This is an optimization exercise on Yosys and OpenROAD, whose aim is a short achievable clock period and few clock cycles, not a production implementation.
The RTL of this run was laid out without a check of its function.
Power figures rest on the tool's default switching activity, not on a simulated workload.

**flow/config.mk**
```make
export PLATFORM = sky130hd
export DESIGN_NAME = apb_seq_top
export DESIGN_NICKNAME = apb_seq_top
export VERILOG_FILES = /design/flow/design.v
export SDC_FILE = /design/flow/constraint.sdc
export NUM_CORES = 4
export LEC_CHECK = 0
export CAP_MARGIN = 20
export CORE_MARGIN = 2
export CORE_UTILIZATION = 65
export SETUP_SLACK_MARGIN = 2.0
export SLEW_MARGIN = 20
export TNS_END_PERCENT = 100
```
**flow/run.sh**
```bash
#!/bin/bash
# synth_recipe.tcl (not shown) runs the flow's synth.tcl, then flattens the netlist and writes it again
# the make line also repeats each setting of config.mk as NAME=value (left out here)
make -C /OpenROAD-flow-scripts/flow DESIGN_CONFIG=/design/flow/config.mk WORK_HOME=/design/flow/orfs CLKGATE_MAP_FILE= SYNTH_SCRIPT=/design/flow/synth_recipe.tcl finish
```
**flow/constraint.sdc**
```tcl
create_clock -name core_clock -period 4.0 [get_ports {clk}]
set_input_delay 0.8000 -clock core_clock [delete_from_list [all_inputs] [get_ports {clk}]]
set_output_delay 0.8000 -clock core_clock [all_outputs]
set_load 0.01 [all_outputs]
```
**flow/design.v**
```verilog
package apb_seq_pkg;
    localparam int addr_w     = 16;
    localparam int data_w     = 32;
    localparam int prog_depth = 32;
    localparam int pc_w       = 5;
    localparam int op_w       = 3;
    localparam int cmd_w      = op_w + addr_w + data_w;
    localparam logic [op_w-1:0] op_write  = 3'd0;
    localparam logic [op_w-1:0] op_read   = 3'd1;
    localparam logic [op_w-1:0] op_branch = 3'd2;
    localparam logic [op_w-1:0] op_goto   = 3'd3;
    localparam int st_w = 3;
    localparam logic [st_w-1:0] st_idle      = 3'd0;
    localparam logic [st_w-1:0] st_decode    = 3'd1;
    localparam logic [st_w-1:0] st_wait_xfer = 3'd2;
    localparam logic [st_w-1:0] st_finished  = 3'd3;
    localparam logic [st_w-1:0] st_failed    = 3'd4;
    localparam int op_lsb     = addr_w + data_w;
    localparam int addr_lsb   = data_w;
    localparam int target_lsb = addr_w + data_w - pc_w;
endpackage
`timescale 1ns/1ps
import apb_seq_pkg::*;
module cmd_store (
    input  logic                  clk,
    input  logic                  load_en,
    input  logic [pc_w-1:0]       load_addr,
    input  logic [cmd_w-1:0]      load_word,
    input  logic [prog_depth-1:0] sel0,
    input  logic [prog_depth-1:0] sel1,
    input  logic [prog_depth-1:0] sel_s,
    output logic [cmd_w-1:0]      rd_start,
    output logic [cmd_w-1:0]      word_first_nx,
    output logic [cmd_w-1:0]      rd_word0,
    output logic [cmd_w-1:0]      rd_word1,
    output logic [cmd_w-1:0]      word_first
);
    logic [cmd_w-1:0] mem [prog_depth];
    always_ff @(posedge clk) begin
        if (load_en) begin
            mem[load_addr] <= load_word;
        end
    end
    always_comb begin
        rd_word0 = '0;
        rd_word1 = '0;
        rd_start = '0;
        for (int i = 0; i < prog_depth; i++) begin
            rd_word0 = rd_word0 | (mem[i] & {cmd_w{sel0[i]}});
            rd_word1 = rd_word1 | (mem[i] & {cmd_w{sel1[i]}});
            rd_start = rd_start | (mem[i] & {cmd_w{sel_s[i]}});
        end
    end
    assign word_first = mem[0];
    assign word_first_nx = (load_en && load_addr == '0) ? load_word : mem[0];
endmodule
`timescale 1ns/1ps
import apb_seq_pkg::*;
module apb_master (
    input  logic              clk,
    input  logic              rst_n,
    input  logic              start_ok,
    input  logic              first_xfer,
    input  logic [cmd_w-1:0]  word_first,
    input  logic              forked,
    input  logic              sel_by_data,
    input  logic              dep_buf,
    output logic              rd_nz,
    input  logic              cur,
    input  logic [1:0]        nb_valid,
    input  logic [1:0]        nb_kind0,
    input  logic [1:0]        nb_kind1,
    input  logic [addr_w-1:0] nb_addr0,
    input  logic [addr_w-1:0] nb_addr1,
    input  logic [data_w-1:0] nb_data0,
    input  logic [data_w-1:0] nb_data1,
    output logic              take,
    output logic              resolve,
    output logic              nc,
    output logic              running,
    output logic              flag,
    output logic              flag_nx,
    output logic              rd_busy,
    output logic              rd_last,
    output logic              done,
    output logic              error,
    output logic [addr_w-1:0] paddr,
    output logic              psel,
    output logic              penable,
    output logic              pwrite,
    output logic [data_w-1:0] pwdata,
    input  logic              pready,
    input  logic [data_w-1:0] prdata,
    input  logic              pslverr
);
    logic       complete;
    logic       nvalid;
    logic [1:0] nkind;
    logic       load_req;
    assign complete = psel && penable && pready;
    assign rd_nz    = |prdata;
    assign nc       = cur ^ (sel_by_data && rd_nz);
    assign nvalid   = nb_valid[nc];
    assign nkind    = nc ? nb_kind1 : nb_kind0;
    assign take     = running && ((complete && !pslverr) || !psel) && nvalid;
    assign resolve  = complete && forked && !dep_buf;
    assign rd_busy  = psel && !pwrite;
    assign rd_last  = complete && !pwrite;
    assign flag_nx  = (!start_ok && running && complete && !pslverr && !pwrite) ? rd_nz : flag;
    always_ff @(posedge clk or negedge rst_n) begin
        if (!rst_n) begin
            flag <= 1'b0;
        end else begin
            flag <= flag_nx;
        end
    end
    always_ff @(posedge clk or negedge rst_n) begin
        if (!rst_n) begin
            psel    <= 1'b0;
            penable <= 1'b0;
            done    <= 1'b0;
            error   <= 1'b0;
            running <= 1'b0;
        end else if (start_ok) begin
            done    <= 1'b0;
            error   <= 1'b0;
            running <= 1'b1;
            psel    <= first_xfer;
            penable <= 1'b0;
        end else if (running) begin
            if (psel && !penable) begin
                penable <= 1'b1;
            end else if (complete && pslverr) begin
                error   <= 1'b1;
                running <= 1'b0;
                psel    <= 1'b0;
                penable <= 1'b0;
            end else if (complete || !psel) begin
                penable <= 1'b0;
                psel    <= nvalid && !nkind[1];
                if (nvalid && nkind[1]) begin
                    running <= 1'b0;
                    done    <= !nkind[0];
                    error   <= nkind[0];
                end
            end
        end
    end
    assign load_req = start_ok || !psel || complete;
    always_ff @(posedge clk or negedge rst_n) begin
        if (!rst_n) begin
            paddr  <= '0;
            pwdata <= '0;
            pwrite <= 1'b0;
        end else if (load_req) begin
            if (start_ok) begin
                paddr  <= word_first[addr_lsb +: addr_w];
                pwdata <= word_first[data_w-1:0];
                pwrite <= word_first[op_lsb +: op_w] == op_write;
            end else begin
                paddr  <= nc ? nb_addr1 : nb_addr0;
                pwdata <= nc ? nb_data1 : nb_data0;
                pwrite <= (nc ? nb_kind1 : nb_kind0) == 2'd0;
            end
        end
    end
endmodule
`timescale 1ns/1ps
import apb_seq_pkg::*;
module seq_control (
    input  logic                  clk,
    input  logic                  rst_n,
    input  logic                  start_ok,
    input  logic [pc_w:0]         prog_len,
    input  logic [cmd_w-1:0]      word_first_nx,
    input  logic                  flag_nx,
    input  logic [cmd_w-1:0]      rd_start,
    output logic [prog_depth-1:0] sel_s,
    input  logic                  running,
    input  logic                  flag,
    input  logic                  rd_busy,
    input  logic                  rd_last,
    input  logic [cmd_w-1:0]      rd_word0,
    input  logic [cmd_w-1:0]      rd_word1,
    output logic [prog_depth-1:0] sel0,
    output logic [prog_depth-1:0] sel1,
    input  logic                  take,
    input  logic                  resolve,
    input  logic                  nc,
    input  logic                  rd_nz,
    output logic                  sel_by_data,
    output logic                  dep_buf,
    output logic                  cur,
    output logic                  forked,
    output logic [1:0]            nb_valid,
    output logic [1:0]            nb_kind0,
    output logic [1:0]            nb_kind1,
    output logic [addr_w-1:0]     nb_addr0,
    output logic [addr_w-1:0]     nb_addr1,
    output logic [data_w-1:0]     nb_data0,
    output logic [data_w-1:0]     nb_data1
);
    localparam logic [1:0] k_read = 2'd1;
    logic [1:0]        b_valid;
    logic [1:0]        b_kind0, b_kind1;
    logic [addr_w-1:0] b_addr0, b_addr1;
    logic [data_w-1:0] b_data0, b_data1;
    logic [prog_depth-1:0] in_range;
    logic [prog_depth-1:0] in_range_nx;
    logic [prog_depth-1:0] init_sel;
    logic [prog_depth-1:0] init_sel_nx;
    logic                  init_end;
    logic [op_w-1:0]       op_first;
    logic [1:0]            prod;
    logic [1:0]            prod_kind0, prod_kind1;
    logic [cmd_w-1:0]      prod_word0, prod_word1;
    logic [1:0]            fgo;
    logic [prog_depth-1:0] ftgt0, ftgt1;
    logic                  flag_known;
    logic [1:0]            cur_kind;
    logic                  fork_ok;
    logic                  pre;
    logic                  cur_new;
    logic [1:0]            own_rd;
    always_comb begin
        for (int i = 0; i < prog_depth; i++) begin
            in_range_nx[i] = prog_len > i;
        end
    end
    assign op_first = word_first_nx[op_lsb +: op_w];
    always_comb begin
        if (op_first == op_goto || (op_first == op_branch && flag_nx)) begin
            init_sel_nx = 32'd1 << word_first_nx[target_lsb +: pc_w];
        end else if (op_first[op_w-1]) begin
            init_sel_nx = 32'd1;
        end else begin
            init_sel_nx = 32'd2;
        end
    end
    always_ff @(posedge clk) begin
        init_sel <= init_sel_nx;
    end
    assign sel_s = init_sel;
    assign init_end = !(|(init_sel & in_range_nx));
    assign cur_kind   = cur ? b_kind1 : b_kind0;
    assign flag_known = !(b_valid[cur] && cur_kind == k_read) && !rd_busy;
    assign fork_ok    = !(rd_last && !(b_valid[cur] && cur_kind == k_read));
    assign sel_by_data = forked && !dep_buf && !pre;
    assign cur_new    = cur ^ rd_nz;
    assign own_rd[0]  = b_valid[0] && b_kind0 == k_read && !(!cur && (dep_buf || pre));
    assign own_rd[1]  = b_valid[1] && b_kind1 == k_read && !(cur && (dep_buf || pre));
    fetch_path u_path0 (
        .clk        (clk),
        .rst_n      (rst_n),
        .start_ok   (start_ok),
        .init_sel   (init_sel),
        .init_end   (init_end),
        .in_range   (in_range),
        .act        (running && (forked || !cur)),
        .forked     (forked),
        .is_fall    (!cur),
        .flag       (flag),
        .flag_known (flag_known),
        .fork_ok    (fork_ok),
        .full       (b_valid[0]),
        .own_rd     (own_rd[0]),
        .rd_word    (rd_word0),
        .rd_start   (rd_start),
        .sel        (sel0),
        .fork_in    (fgo[1]),
        .fork_tgt_in(ftgt1),
        .fork_out   (fgo[0]),
        .fork_tgt   (ftgt0),
        .prod       (prod[0]),
        .prod_kind  (prod_kind0),
        .prod_word  (prod_word0)
    );
    fetch_path u_path1 (
        .clk        (clk),
        .rst_n      (rst_n),
        .start_ok   (start_ok),
        .init_sel   (init_sel),
        .init_end   (init_end),
        .in_range   (in_range),
        .act        (running && (forked || cur)),
        .forked     (forked),
        .is_fall    (cur),
        .flag       (flag),
        .flag_known (flag_known),
        .fork_ok    (fork_ok),
        .full       (b_valid[1]),
        .own_rd     (own_rd[1]),
        .rd_word    (rd_word1),
        .rd_start   (rd_start),
        .sel        (sel1),
        .fork_in    (fgo[0]),
        .fork_tgt_in(ftgt0),
        .fork_out   (fgo[1]),
        .fork_tgt   (ftgt1),
        .prod       (prod[1]),
        .prod_kind  (prod_kind1),
        .prod_word  (prod_word1)
    );
    assign nb_valid = b_valid | prod;
    assign nb_kind0 = b_valid[0] ? b_kind0 : prod_kind0;
    assign nb_kind1 = b_valid[1] ? b_kind1 : prod_kind1;
    assign nb_addr0 = b_valid[0] ? b_addr0 : prod_word0[addr_lsb +: addr_w];
    assign nb_addr1 = b_valid[1] ? b_addr1 : prod_word1[addr_lsb +: addr_w];
    assign nb_data0 = b_valid[0] ? b_data0 : prod_word0[data_w-1:0];
    assign nb_data1 = b_valid[1] ? b_data1 : prod_word1[data_w-1:0];
    always_ff @(posedge clk or negedge rst_n) begin
        if (!rst_n) begin
            cur      <= 1'b0;
            forked   <= 1'b0;
            dep_buf  <= 1'b0;
            pre      <= 1'b0;
            b_valid <= 2'b00;
            in_range <= '0;
        end else if (start_ok) begin
            in_range <= in_range_nx;
            forked   <= 1'b0;
            dep_buf  <= 1'b0;
            pre      <= 1'b0;
            b_valid <= 2'b00;
        end else begin
            if (|fgo) begin
                forked  <= 1'b1;
                dep_buf <= b_valid[cur] && cur_kind == k_read && !take;
                pre     <= b_valid[cur] && cur_kind != k_read && !take;
            end else if (take) begin
                dep_buf <= 1'b0;
            end
            if (take && !nc) b_valid[0] <= 1'b0;
            else if (prod[0]) b_valid[0] <= 1'b1;
            if (take && nc) b_valid[1] <= 1'b0;
            else if (prod[1]) b_valid[1] <= 1'b1;
            if (resolve) begin
                forked <= 1'b0;
                pre    <= 1'b0;
                cur    <= cur_new;
                if (cur_new) b_valid[0] <= 1'b0;
                else         b_valid[1] <= 1'b0;
            end
        end
    end
    always_ff @(posedge clk) begin
        if (prod[0]) begin
            b_kind0 <= prod_kind0;
            b_addr0 <= prod_word0[addr_lsb +: addr_w];
            b_data0 <= prod_word0[data_w-1:0];
        end
        if (prod[1]) begin
            b_kind1 <= prod_kind1;
            b_addr1 <= prod_word1[addr_lsb +: addr_w];
            b_data1 <= prod_word1[data_w-1:0];
        end
    end
endmodule
module fetch_path (
    input  logic                  clk,
    input  logic                  rst_n,
    input  logic                  start_ok,
    input  logic [prog_depth-1:0] init_sel,
    input  logic                  init_end,
    input  logic [prog_depth-1:0] in_range,
    input  logic                  act,
    input  logic                  forked,
    input  logic                  is_fall,
    input  logic                  flag,
    input  logic                  flag_known,
    input  logic                  fork_ok,
    input  logic                  full,
    input  logic                  own_rd,
    input  logic [cmd_w-1:0]      rd_word,
    input  logic [cmd_w-1:0]      rd_start,
    output logic [prog_depth-1:0] sel,
    input  logic                  fork_in,
    input  logic [prog_depth-1:0] fork_tgt_in,
    output logic                  fork_out,
    output logic [prog_depth-1:0] fork_tgt,
    output logic                  prod,
    output logic [1:0]            prod_kind,
    output logic [cmd_w-1:0]      prod_word
);
    logic [prog_depth-1:0] ptr;
    logic                  ptr_end;
    logic [cmd_w-1:0]      w;
    logic                  w_ok;
    logic                  w_end;
    logic [op_w-1:0]       op;
    logic                  load;
    logic                  redirect;
    assign sel       = ptr;
    assign op        = w[op_lsb +: op_w];
    assign fork_tgt  = 32'd1 << w[target_lsb +: pc_w];
    assign prod_word = w;
    always_comb begin
        load      = 1'b0;
        redirect  = 1'b0;
        prod      = 1'b0;
        prod_kind = 2'd3;
        fork_out  = 1'b0;
        if (act) begin
            if (!w_ok) begin
                load = 1'b1;
            end else if (w_end) begin
                prod      = !full;
                prod_kind = 2'd2;
            end else if (op == op_write || op == op_read) begin
                prod      = !full;
                prod_kind = (op == op_read) ? 2'd1 : 2'd0;
                load      = !full;
            end else if (op == op_goto) begin
                redirect = 1'b1;
            end else if (op == op_branch) begin
                if (forked) begin
                    if (!own_rd) begin
                        load     = is_fall;
                        redirect = !is_fall;
                    end
                end else if (flag_known) begin
                    load     = !flag;
                    redirect = flag;
                end else if (fork_ok) begin
                    fork_out = 1'b1;
                    load     = 1'b1;
                end
            end else begin
                prod      = !full;
                prod_kind = 2'd3;
            end
        end
    end
    always_ff @(posedge clk or negedge rst_n) begin
        if (!rst_n) begin
            w_ok    <= 1'b0;
            w_end   <= 1'b0;
            ptr     <= '0;
            ptr_end <= 1'b0;
        end else if (start_ok) begin
            w_ok    <= 1'b1;
            w_end   <= init_end;
            ptr     <= {init_sel[prog_depth-2:0], 1'b0};
            ptr_end <= init_sel[prog_depth-1];
        end else if (fork_in) begin
            w_ok    <= 1'b0;
            ptr     <= fork_tgt_in;
            ptr_end <= 1'b0;
        end else if (redirect) begin
            w_ok    <= 1'b0;
            ptr     <= fork_tgt;
            ptr_end <= 1'b0;
        end else if (load) begin
            w_ok    <= 1'b1;
            w_end   <= ptr_end || !(|(ptr & in_range));
            ptr     <= {ptr[prog_depth-2:0], 1'b0};
            ptr_end <= ptr_end || ptr[prog_depth-1];
        end
    end
    always_ff @(posedge clk) begin
        if (start_ok) begin
            w <= rd_start;
        end else if (load && !fork_in) begin
            w <= rd_word;
        end
    end
endmodule
`timescale 1ns/1ps
import apb_seq_pkg::*;
module apb_seq_top (
    input  logic              clk,
    input  logic              rst_n,
    input  logic              load_en,
    input  logic [pc_w-1:0]   load_addr,
    input  logic [cmd_w-1:0]  load_word,
    input  logic [pc_w:0]     prog_len,
    input  logic              start,
    output logic              done,
    output logic              error,
    output logic [addr_w-1:0] paddr,
    output logic              psel,
    output logic              penable,
    output logic              pwrite,
    output logic [data_w-1:0] pwdata,
    input  logic              pready,
    input  logic [data_w-1:0] prdata,
    input  logic              pslverr
);
    logic [prog_depth-1:0] sel0, sel1;
    logic [cmd_w-1:0]  rd_word0, rd_word1, word_first, word_first_nx, rd_start;
    logic [prog_depth-1:0] sel_s;
    logic              flag_nx;
    logic              start_ok, first_xfer;
    logic              running, flag, rd_busy, rd_last;
    logic              take, resolve, nc, cur, forked, rd_nz, sel_by_data, dep_buf;
    logic [1:0]        nb_valid, nb_kind0, nb_kind1;
    logic [addr_w-1:0] nb_addr0, nb_addr1;
    logic [data_w-1:0] nb_data0, nb_data1;
    logic [op_w-1:0]   op_first;
    assign start_ok   = start && !running;
    assign op_first   = word_first[op_lsb +: op_w];
    assign first_xfer = (prog_len != '0) && (op_first == op_write || op_first == op_read);
    cmd_store u_store (
        .clk        (clk),
        .load_en    (load_en),
        .load_addr  (load_addr),
        .load_word  (load_word),
        .sel0       (sel0),
        .sel1       (sel1),
        .rd_word0   (rd_word0),
        .rd_word1   (rd_word1),
        .word_first (word_first),
        .sel_s      (sel_s),
        .rd_start   (rd_start),
        .word_first_nx(word_first_nx)
    );
    seq_control u_ctrl (
        .clk        (clk),
        .rst_n      (rst_n),
        .start_ok   (start_ok),
        .prog_len   (prog_len),
        .word_first_nx(word_first_nx),
        .flag_nx    (flag_nx),
        .rd_start   (rd_start),
        .sel_s      (sel_s),
        .running    (running),
        .flag       (flag),
        .rd_busy    (rd_busy),
        .rd_last    (rd_last),
        .rd_word0   (rd_word0),
        .rd_word1   (rd_word1),
        .sel0       (sel0),
        .sel1       (sel1),
        .take       (take),
        .resolve    (resolve),
        .nc         (nc),
        .rd_nz      (rd_nz),
        .sel_by_data(sel_by_data),
        .dep_buf    (dep_buf),
        .cur        (cur),
        .forked     (forked),
        .nb_valid   (nb_valid),
        .nb_kind0   (nb_kind0),
        .nb_kind1   (nb_kind1),
        .nb_addr0   (nb_addr0),
        .nb_addr1   (nb_addr1),
        .nb_data0   (nb_data0),
        .nb_data1   (nb_data1)
    );
    apb_master u_apb (
        .clk        (clk),
        .rst_n      (rst_n),
        .start_ok   (start_ok),
        .first_xfer (first_xfer),
        .word_first (word_first),
        .forked     (forked),
        .cur        (cur),
        .nb_valid   (nb_valid),
        .nb_kind0   (nb_kind0),
        .nb_kind1   (nb_kind1),
        .nb_addr0   (nb_addr0),
        .nb_addr1   (nb_addr1),
        .nb_data0   (nb_data0),
        .nb_data1   (nb_data1),
        .take       (take),
        .resolve    (resolve),
        .nc         (nc),
        .rd_nz      (rd_nz),
        .sel_by_data(sel_by_data),
        .dep_buf    (dep_buf),
        .running    (running),
        .flag       (flag),
        .flag_nx    (flag_nx),
        .rd_busy    (rd_busy),
        .rd_last    (rd_last),
        .done       (done),
        .error      (error),
        .paddr      (paddr),
        .psel       (psel),
        .penable    (penable),
        .pwrite     (pwrite),
        .pwdata     (pwdata),
        .pready     (pready),
        .prdata     (prdata),
        .pslverr    (pslverr)
    );
endmodule
```
==> summary.txt <==
- **result of the run** stopped before the end
- **Halt Stage** global routing
- **First Error** [ERROR GRT-0116] Global routing finished with congestion. Check the congestion regions in the DRC Viewer.
- **proportion of register bits with asynchronous set or reset after synthesis** 0.0803
- **yosys synthesis warning count** 4
- **final estimated routing congestion in global placement** 1.12
- **largest net degree at the start of global routing** 95
- **number of instances in the synthesized netlist** 7226
- **number of primary I/O pins** 153
- **number of enable flip-flop cells after synthesis** 1834
- **Clk Tree Root Cell** clkbuf_16
- **synthesized area** 0.0934 sq mm
- **Clock Sinks** 2029
- **portion of the post-synthesis area used by sequential elements** 0.640
- **total cell area at the placement stage** 0.0994 sq mm
- **Rows** 139
- **vertical extent of the die** 383 um
- **effective utilization at floorplan** 0.653
- **overflow left after global routing** 8386
- **wire length of the first global-routing pass** 1040000 um
- **Distinct cells, synth** 67
- **Post-Place Worst Slack** 408 ps
- **number of H-tree levels** 4
- **input/output buffers** 152
- **Post-CTS Hold Fix Bufs** 0
- **cts bufs inserted** 197
- **width of the chip** 383 um
- **Overall Global Routing Usage** 1.03
- **Post-Syn Nets** 7326
- **Max Buffers Root-to-Sink** 3
- **cell count after placement** 8939
- **half-perimeter wire length after placement** 302000 um
- **Synth Register Bits** 2029
- **average instance area after synthesis** 12.9 sq um
- **via count of the first global-routing pass** 113151
- **most instantiated flip-flop cell in the synthesis netlist** edfxtp_1
==> cell families after synthesis <==
family | count (synthesis) | share of synthesized area
buffers and inverters | 729 | 0.0297
adder cells (fa/ha/maj) | 3 | 0.000321
AO/OA/AOI/OAI | 3122 | 0.247
flip-flops | 2029 | 0.640
XOR/XNOR | 3 | 0.000281
multiplexers | 105 | 0.0119
AND/OR/NAND/NOR | 1235 | 0.0703
==> power by group through the flow <==
stage | clock network [mW] | registers [mW] | logic, mW
floorplan | 0 | 26.0 | 13.8
global placement | 0 | 34.2 | 21.7
detailed placement | 0 | 34.3 | 22.0
CTS | 19.7 | 28.1 | 44.3
==> cell usage after synthesis, types with 32 or more instances <==
| master | number | area [sq um] |
|---|---|---|
| nand3_1 | 322 | 1610 |
| nand4_1 | 315 | 1970 |
| clkbuf_1 | 620 | 2330 |
| edfxtp_1 | 1834 | 55100 |
| a21oi_1 | 261 | 1310 |
| o22ai_1 | 83 | 519 |
| dfrtp_1 | 163 | 4080 |
| nand2_1 | 201 | 754 |
| a222oi_1 | 153 | 1530 |
| a22o_1 | 164 | 1440 |
| o221a_2 | 32 | 360 |
| a21boi_0 | 100 | 751 |
| o21ai_0 | 214 | 1070 |
| a221oi_1 | 165 | 1450 |
| mux2_2 | 50 | 563 |
| nor2_1 | 121 | 454 |
| nor4_1 | 165 | 1030 |
| dfxtp_1 | 32 | 641 |
| a22oi_1 | 1877 | 14100 |
| mux2i_1 | 55 | 551 |
| buf_1 | 73 | 274 |
==> metrics by stage <==
stage | power (mW) | hold WS (ps)
floorplan | 39.7 | 422
CTS | 92.0 | 67.8
detailed placement | 56.3 | 434
global placement | 56.0 | 429
==> worst max-delay path by stage <==
| stage | cells after the start | slack, ps | endpoint | from |
|---|---|---|---|---|
| detailed placement | 7 | 410 | u_ctrl.init_sel[13]$_SDFF_PP0_ | load_addr[3] |
| CTS | 9 | 1510 | u_ctrl.u_path1.ptr[20]$_DFFE_PN0P_ | u_ctrl.b_kind0[1]$_DFFE_PP_ |
| global placement | 10 | 540 | u_apb.pwdata[15]$_DFFE_PN0P_ | prdata[6] |
| floorplan | 7 | 1050 | u_ctrl.u_path1.w[0]$_DFFE_PP_ | pready |
==> what timing repair did <==
action | 4_1_cts
gates cloned | 80
hold endpoints to repair | 0
setup buffers | 755
setup endpoints to repair | 1826
pin swaps | 387
resized for setup | 1320
==> metal layers <==
| layer | overflow | track usage |
|---|---|---|
| met1 | 1324 | 0.997 |
| met2 | 4002 | 1.11 |
| met3 | 1229 | 0.974 |
| met4 | 1652 | 1.05 |
| met5 | 179 | 0.912 |
